Background: an optimization exercise with open tools, aiming at small area, a short achievable clock period and few clock cycles per item. Do not read the settings as production practice.
RTL that was checked went through simulation tests only; none was proved equivalent to the original.
No activity file was given, so power comes from the tool's default toggle rates.

==> job 6392: inputs <==
## cnn_classifier
module cnn_classifier (
    input  logic                    i_clk,
    input  logic                    i_rst,
    input  logic                    i_start,
    input  logic                    i_load_valid,
    input  logic                    i_load_sel,
    input  logic [6-1:0]  i_load_addr,
    input  logic [8-1:0]  i_load_data,
    output logic                    o_busy,
    output logic                    o_done,
    output logic                    o_decision,
    output logic [8-1:0] o_history
);
make LEC_CHECK=0 CAP_MARGIN=20 CORE_MARGIN=2 CORE_UTILIZATION=50 SETUP_SLACK_MARGIN=5 SLEW_MARGIN=20 SYNTH_HIERARCHICAL=1 finish   # period 8.0 ns
run.sh (not shown) runs the stock make flow with config.mk's settings and CLKGATE_MAP_FILE= SYNTH_SCRIPT=/design/flow/synth_recipe.tcl, a recipe that flattens the netlist after the stock synthesis.
==> job 5904: changes against job 6392 <==
--- a/flow/design.v
+++ b/flow/design.v
@@ -144,26 +144,28 @@
     assign kx1 = kw[1];
     assign kx2 = kw[2];
     assign kx3 = kw[3];
     assign kx4 = kw[4];
     assign kx5 = kw[5];
     assign kx6 = kw[6];
     assign kx7 = kw[7];
     assign kx8 = kw[8];
+    logic [9:0] ld_data3;
+    assign ld_data3 = {ld_data[7], ld_data, 1'b0} + {{2{ld_data[7]}}, ld_data};
     always_ff @(posedge i_clk) begin
-        k3_0 <= {kx0[7], kx0, 1'b0} + {{2{kx0[7]}}, kx0};
-        k3_1 <= {kx1[7], kx1, 1'b0} + {{2{kx1[7]}}, kx1};
-        k3_2 <= {kx2[7], kx2, 1'b0} + {{2{kx2[7]}}, kx2};
-        k3_3 <= {kx3[7], kx3, 1'b0} + {{2{kx3[7]}}, kx3};
-        k3_4 <= {kx4[7], kx4, 1'b0} + {{2{kx4[7]}}, kx4};
-        k3_5 <= {kx5[7], kx5, 1'b0} + {{2{kx5[7]}}, kx5};
-        k3_6 <= {kx6[7], kx6, 1'b0} + {{2{kx6[7]}}, kx6};
-        k3_7 <= {kx7[7], kx7, 1'b0} + {{2{kx7[7]}}, kx7};
-        k3_8 <= {kx8[7], kx8, 1'b0} + {{2{kx8[7]}}, kx8};
+        if (ld_wgt && (ld_addr == 6'd0)) k3_0 <= ld_data3;
+        if (ld_wgt && (ld_addr == 6'd1)) k3_1 <= ld_data3;
+        if (ld_wgt && (ld_addr == 6'd2)) k3_2 <= ld_data3;
+        if (ld_wgt && (ld_addr == 6'd3)) k3_3 <= ld_data3;
+        if (ld_wgt && (ld_addr == 6'd4)) k3_4 <= ld_data3;
+        if (ld_wgt && (ld_addr == 6'd5)) k3_5 <= ld_data3;
+        if (ld_wgt && (ld_addr == 6'd6)) k3_6 <= ld_data3;
+        if (ld_wgt && (ld_addr == 6'd7)) k3_7 <= ld_data3;
+        if (ld_wgt && (ld_addr == 6'd8)) k3_8 <= ld_data3;
     end
     logic [19:0] acc_s, acc_c, acc_in_s, acc_in_c;
     logic [11:0] fsel_c;
     logic [7:0]  dwt_c;
     logic [9:0]  dwt3_c;
     logic        wc;
     logic l0_1;
     logic l0_2;
CORE_UTILIZATION = 40   (was 50)
==> notes <==
- Job 5904 passed the timing, DRC and antenna checks. Job 6392 completed with no timing, DRC or antenna violations.
- Of job 5904 and job 6392, job 6392 has the higher combinational power (gap about 17%, measured against job 6392).
- Between job 5904 and job 6392, the lower die area is in job 6392 (gap 21%, measured against job 6392).
- Clock skew: job 6392 is lower than job 5904 (4.5 ps).
- Against job 5904, the design area of job 6392 is higher by 1.8%.
==> figures <==
Filler instances: job 5904 13,900; job 6392 10,500
Buffers inserted during post-CTS setup optimization: job 5904 8; job 6392 1
Final cell count without fillers: job 5904 6,529; job 6392 6,503
Switching part of the total: job 5904 30.1%; job 6392 31.6%
Status: job 5904 timing/DRC/antenna clean; job 6392 timing/DRC/antenna clean
Final total power: job 5904 23,000 uW; job 6392 24,600 uW
Synthesized-area fraction occupied by adder cells: job 5904 14.8%; job 6392 15.7%
Layout-to-synthesis area ratio: job 5904 1.127x; job 6392 1.113x
Initial core utilization: job 5904 40.1%; job 6392 50.4%
Vias: job 5904 38,000; job 6392 39,800
Testbench counts of job 5904, summed over its fixed seeds: cycles 6,984, items 96.
No functional check of the RTL was part of job 6392.

-- port drivers added, routing unchanged --
How much do the figures lean on ideal ports? The routed layouts below were timed once more, with nothing changed but the port constraints.
Step 1 sets driving cells, clkbuf_16 on the clock port and buf_2 on the other inputs (assumed; they add their load-dependent delay and slew).
Step 2 moves the port delays by t, midway between the first and last clock arrival at a register: inputs arrive t later, outputs are due t later. That takes back most of the time a late clock gives input paths.
Slacks: no drivers / after step 1 / after step 2; pairs: no drivers / after step 1.
run | shift t [ns] | slack for setup (ns) | latest minus earliest clock arrival (ns) | worst register clock-pin slew, ns | pins driven straight from the clock port
job 6392 | 0.857 | 4.901 / 4.901 / 4.611 | 0.038 / 0.039 | 0.07 / 0.07 | 1
job 5904 | 0.868 | 4.899 / 4.899 / 4.493 | 0.039 / 0.040 | 0.07 / 0.07 | 1
After both steps setup and hold are still met in every run listed. For job 5904, which loses most, drivers alone change the setup slack by 0.000 ns; drivers and shift together by -0.406 ns.
